Source: an optimization exercise on an open RTL-to-GDS flow (aim: small area, a short achievable clock period and few clock cycles per item). Production flows keep margins and buffers that such runs may drop. In this exercise RTL edits were held to simulation tests only and were not proved equivalent to the original.

==> flow/design.v, too long to show whole: its modules and the start of the top module <==
// module rgba_source_over_blend: 3299 lines
module rgba_source_over_blend (
  input  logic        clk,
  input  logic        rst,
  input  logic        s_tvalid,
  output logic        s_tready,
  input  logic [63:0] s_tdata,
  output logic        m_tvalid,
  input  logic        m_tready,
  output logic [31:0] m_tdata
);
  // ...
==> flow/run.sh <==
#!/bin/bash
# synth_recipe.tcl (not shown) runs the flow's synth.tcl, then flattens the netlist and writes it again
# the make line also repeats each setting of config.mk as NAME=value (left out here)
make -C /OpenROAD-flow-scripts/flow DESIGN_CONFIG=/design/flow/config.mk WORK_HOME=/design/flow/orfs CLKGATE_MAP_FILE= SYNTH_SCRIPT=/design/flow/synth_recipe.tcl finish
==> flow/config.mk <==
export PLATFORM = sky130hd
export DESIGN_NAME = rgba_source_over_blend
export DESIGN_NICKNAME = rgba_source_over_blend
export VERILOG_FILES = /design/flow/design.v
export SDC_FILE = /design/flow/constraint.sdc
export NUM_CORES = 4
export LEC_CHECK = 0
export ABC_AREA = 1
export CAP_MARGIN = 0
export CORE_MARGIN = 2
export CORE_UTILIZATION = 40
export CTS_BUF_LIST = sky130_fd_sc_hd__clkbuf_4 sky130_fd_sc_hd__clkbuf_8
export PLACE_DENSITY = 0.75
export SETUP_SLACK_MARGIN = 5
export SLEW_MARGIN = 0
==> flow/constraint.sdc <==
create_clock -name core_clock -period 10.0 [get_ports {clk}]
set_input_delay 2.0000 -clock core_clock [delete_from_list [all_inputs] [get_ports {clk}]]
set_output_delay 2.0000 -clock core_clock [all_outputs]
set_load 0.01 [all_outputs]
==> metrics.yaml, run 1 <==
yosys_warnings: 5
regArea_sq_um: 19700
use_met1_pct: 24.7
cp.depth: 4
grt.busiest_layer: "met2"
tritoncts: "done"
synth_largest_area_cell: "edfxtp_1"
track_usage_pct: 19.6
status: "complete, no violations"
crit_slowest_cell: "clkinvlp_4"
final-setup-viol-count: 0
antenna_found_initial: 1
fin_util_pct: 44.4
multiInputGateArea_sq_um: 34400
hold_buffers: 0
multi_input_gates: 5246
port_buffers: 101
highest_layer: "met4"
top_regs: "p2 (48), m_tdata (32)"
ys_types: 63
syn_nets: 7956
fp-row-count: 140
drt_iter0_markers: 3403
yosys.area_share.simple_pct: 20.9
dieHeight_um: 386
root_buffer: "clkbuf_8"
largest_reg_flops: 48
path_max_fanout: 3
Testbench counts, summed over its fixed seeds: cycles 12,056, items 12,000.
==> inputs of run 2 (changes only) <==
==> flow/flow/run.sh (new file) <==
#!/bin/bash
# Standard synthesis and layout (the standard.sh); the only change is a
# larger setup slack margin for the resizer's timing repair, so that it keeps
# improving the worst paths past the 10 ns constraint. Clock period, I/O
# delays and loads stay as in constraint.sdc. One log per ORFS step.
set -euo pipefail
MARGIN=5.4
for t in synth floorplan place cts route finish; do
  bash standard.sh SETUP_SLACK_MARGIN=$MARGIN $t > flow_$t.log 2>&1
done
==> flow/standard.sh (new file) <==
#!/bin/bash
# synth_recipe.tcl (not shown) runs the flow's synth.tcl, then flattens the netlist and writes it again
# the make line also repeats each setting of config.mk as NAME=value (left out here)
make -C /OpenROAD-flow-scripts/flow DESIGN_CONFIG=/design/flow/config.mk WORK_HOME=/design/flow/orfs CLKGATE_MAP_FILE= SYNTH_SCRIPT=/design/flow/synth_recipe.tcl "${@:-finish}"
--- a/flow/config.mk
+++ b/flow/config.mk
@@ -11,5 +11,4 @@
 export CORE_UTILIZATION = 40
 export CTS_BUF_LIST = sky130_fd_sc_hd__clkbuf_4 sky130_fd_sc_hd__clkbuf_8
 export PLACE_DENSITY = 0.75
-export SETUP_SLACK_MARGIN = 5
 export SLEW_MARGIN = 0
removed: flow/run.sh
==> run 2 against run 1 <==
Compared with the run above: setup slack improved by 0.13 ns; critical path depth unchanged; first-iteration DRC count grew 8.3%; sequential cell count unchanged; maximum frequency rose by 2.8%; hold slack better by 0.0015 ns; core utilization grew 1.2 points; critical endpoint unchanged; largest cell class unchanged; highest routed layer unchanged.
==> metrics.yaml, run 2 <==
r2r-end: "r5_1[17]"
place_ws_ns: 4.23
path_max_fanout: 2  # -1
synth_xor_area_share_pct: 6.84
r2r_slack_ns: 5.58
synth.ff_latch_count: 657
dpl.hpwl_um: 117000
rsz0062_at_grt: "yes"
crit_arrival_ns: 2.64
setup_ws_ns: 5.36
final_cell_mix: "nand2_1, inv_1, edfxtp_1, ha_1, a21oi_1"
slew_violations: 0
met3_usage_pct: 2.77
grt_overflow: 0
multiInputGateArea_sq_um: 34900  # +1.6%
viasPerCell: 5.13
numCtsBuffers: 111
synth_common_cells: "nand2_1, inv_1, edfxtp_1"
status: "complete, no violations"
use_met2_pct: 33.4
antenna_found_initial: 3  # +2
hold_violations: 0
drv_cap: 0
cp.required_ns: 8.00
final_common_cell: "nand2_1"
antenna_left: 0
largest_reg_flops: 48  # unchanged
routed-via-count: 48000
wl_per_cell_um: 16.0
track_usage_pct: 19.7  # +0.064 points
die_area_sq_um: 149000
synthMuxAreaShare_pct: 0.0514
regMostFlops: "p2"
top_regs: "p2 (48), m_tdata (32)"
syn_nets: 7956  # unchanged
nFillCells: 13800
clk_pin_slew_worst_paths_ns: 0.06
hold_path_end: "q5_2[2]"
root_buffer: "clkbuf_8"
synthFlopType: "edfxtp_1"
cts_sinks: 657
h-tree-depth: 3
synth.most_common_cell: "nand2_1"
fin_util_pct: 45.6  # +1.2 points
area_growth_pct: 13.4
critical_path_class: "input pin to output port"
drc: 0
synth_cells: 7054
finClkSkew_ns: 0.0788
insertion_delay_ns: 0.87
hold_start: "q4_2[0]"
core-area_sq_um: 145000
worst-r2r-cell-count: 21
max_stage_delay_ns: 0.21
synth_edf_count: 650
drt_iter0_markers: 3686  # +8.3%
fp-row-count: 140  # unchanged
synth_largest_area_cell: "edfxtp_1"
gp_congestion: 0.964
start_util_pct: 40.2
cp_num_buf_inv: 3
hold_slack_ns: 0.402
synth_area_sq_um: 58500
port_buffers: 101  # unchanged
start_kind: "input pin"
ys_async_sr_fraction_pct: 0
die_width_um: 386
use_met1_pct: 24.6  # -0.14 points
fin_nets: 8248
ys_types: 63  # unchanged
wl_um: 150000
grt_max_degree: 196
hold_path_class: "flip-flop to flip-flop"
tritoncts: "done"
post-route-period-util_pct: 46.4
cp.depth: 4  # unchanged
grt_pass1_vias: 46600
crit_path_end_kind: "output port"
synthTopCellsByArea: "edfxtp_1, ha_1, nand2_1"
ios: 102
dieHeight_um: 386  # unchanged
final-setup-viol-count: 0  # unchanged
synth_top_family_by_area: "simple AND/OR/NAND/NOR gates"
grt_pass1_wl_um: 236000
drive_gt1_share_pct: 9.08
path_cells: "buf_6 > nor2_4 > clkinvlp_4 > buf_8"
first_pass_iters: 6
yosys_warnings: 5  # unchanged
post-route-min-period_ns: 4.64
avgSynthCellArea_sq_um: 8.29
synth_top_area_share_pct: 33.4
synth_compound_area_share_pct: 10.3
yosys.area_share.simple_pct: 20.9  # unchanged
synthAdderAreaFrac_pct: 20.5
crit_family: "buffers and inverters"
crit_slowest_cell: "clkinvlp_4"
regArea_sq_um: 19700  # unchanged
worstMarginPinSlew_ns: 1.11
fmax_ghz: 0.215
reg2reg_from: "d4[9]"
hold-path-cell-count: 0
maxSlewHeadroom_pct: 25.7
clk_path_buf_depth: 3
ys_seq_area_share_pct: 33.6
grt.busiest_layer: "met2"
run 2: cell counts after synthesis:
No cell type changed its count.
run 2: kinds of logic (layout without fill, tap and decap cells):
logic type	after synthesis	after routing
DFF	657	657
xor gates and xnor gates	450	450
adders and majority gates	834	834
buffers and inverters	1151	1528
AOI/OAI and AO/OA	1051	1051
and+or+nand+nor	2908	2915
muxes	3	3
other	0	2
run 2: metrics by stage:
step                      area [sq um]  setup TNS (ns)  std cells
final                            66300               0       9357
after global routing             66300               0       9357
after CTS                        64400               0       9219
after detailed placement         61500               0       8988
after global placement           61500               0       8988
after floorplan                  58500        -1607.72       7054
run 2: area by class of cell:
type,count,share of cell area [%]
Clock inverter,66,1.20
Timing Repair inverter,2,0.0227
Timing Repair Buffer,299,4.10
Tap cell,1917,3.62
Multi-Input combinational cell,5253,52.7
Clock buffer,139,2.62
Antenna cell,2,0.00755
Inverter,1022,6.02
Sequential cell,657,29.7
run 2: what timing repair did:
| action | 4_1_cts | 5_1_grt |
|---|---|---|
| gates cloned | 1 | 9 |
| gates resized for setup | 53 | 190 |
| pin swaps | 8 | 21 |
| endpoints found under the setup margin | 174 | 235 |
| hold buffers | 0 | 0 |
| buffers inserted | 25 | 127 |
run 2: worst max-delay path by stage:
stage,from,end,slack [ns]
4_1_cts,m_tready,s_tready,5.16
5_1_grt,m_tready,s_tready,5.32
3_5_place_dp,m_tready,s_tready,4.23
2_1_floorplan,m_tready,ba[0],-2.46
6_report,m_tready,s_tready,5.36
3_3_place_gp,m_tready,s_tready,4.25
run 2: layer usage:
layer  up-vias  share of wire [%]
li1      24100                  -
met1     22400                 43
met2      1220                 48
met3       309                4.9
met4         0                4.7
met5         -                  0

-- re-timing with driven ports --
Ports are ideal in the flow. The routed layouts listed here were re-timed in OpenROAD.
Step 1 sets driving cells, clkbuf_16 on the clock port and buf_2 on the other inputs (assumed; they add their load-dependent delay and slew).
Step 2, shift: input delay + t, output delay - t, t = (earliest + latest rising clock arrival at the registers) / 2. This alone moves slack from input paths to output paths.
Slacks: ideal / step 1 / step 2; pairs: ideal / step 1.
run	t, ns	slack for setup (ns)	hold slack, ns	worst slew at a driven data input, ns
run 1	0.910	5.227 / 5.208 / 4.931	0.400 / 0.400 / 0.400	0.06
run 2	0.900	5.355 / 5.322 / 4.978	0.402 / 0.402 / 0.402	0.06
After both steps every run listed still meets setup and hold. For run 2, which loses most, drivers alone change the setup slack by -0.033 ns; drivers and shift together by -0.377 ns.
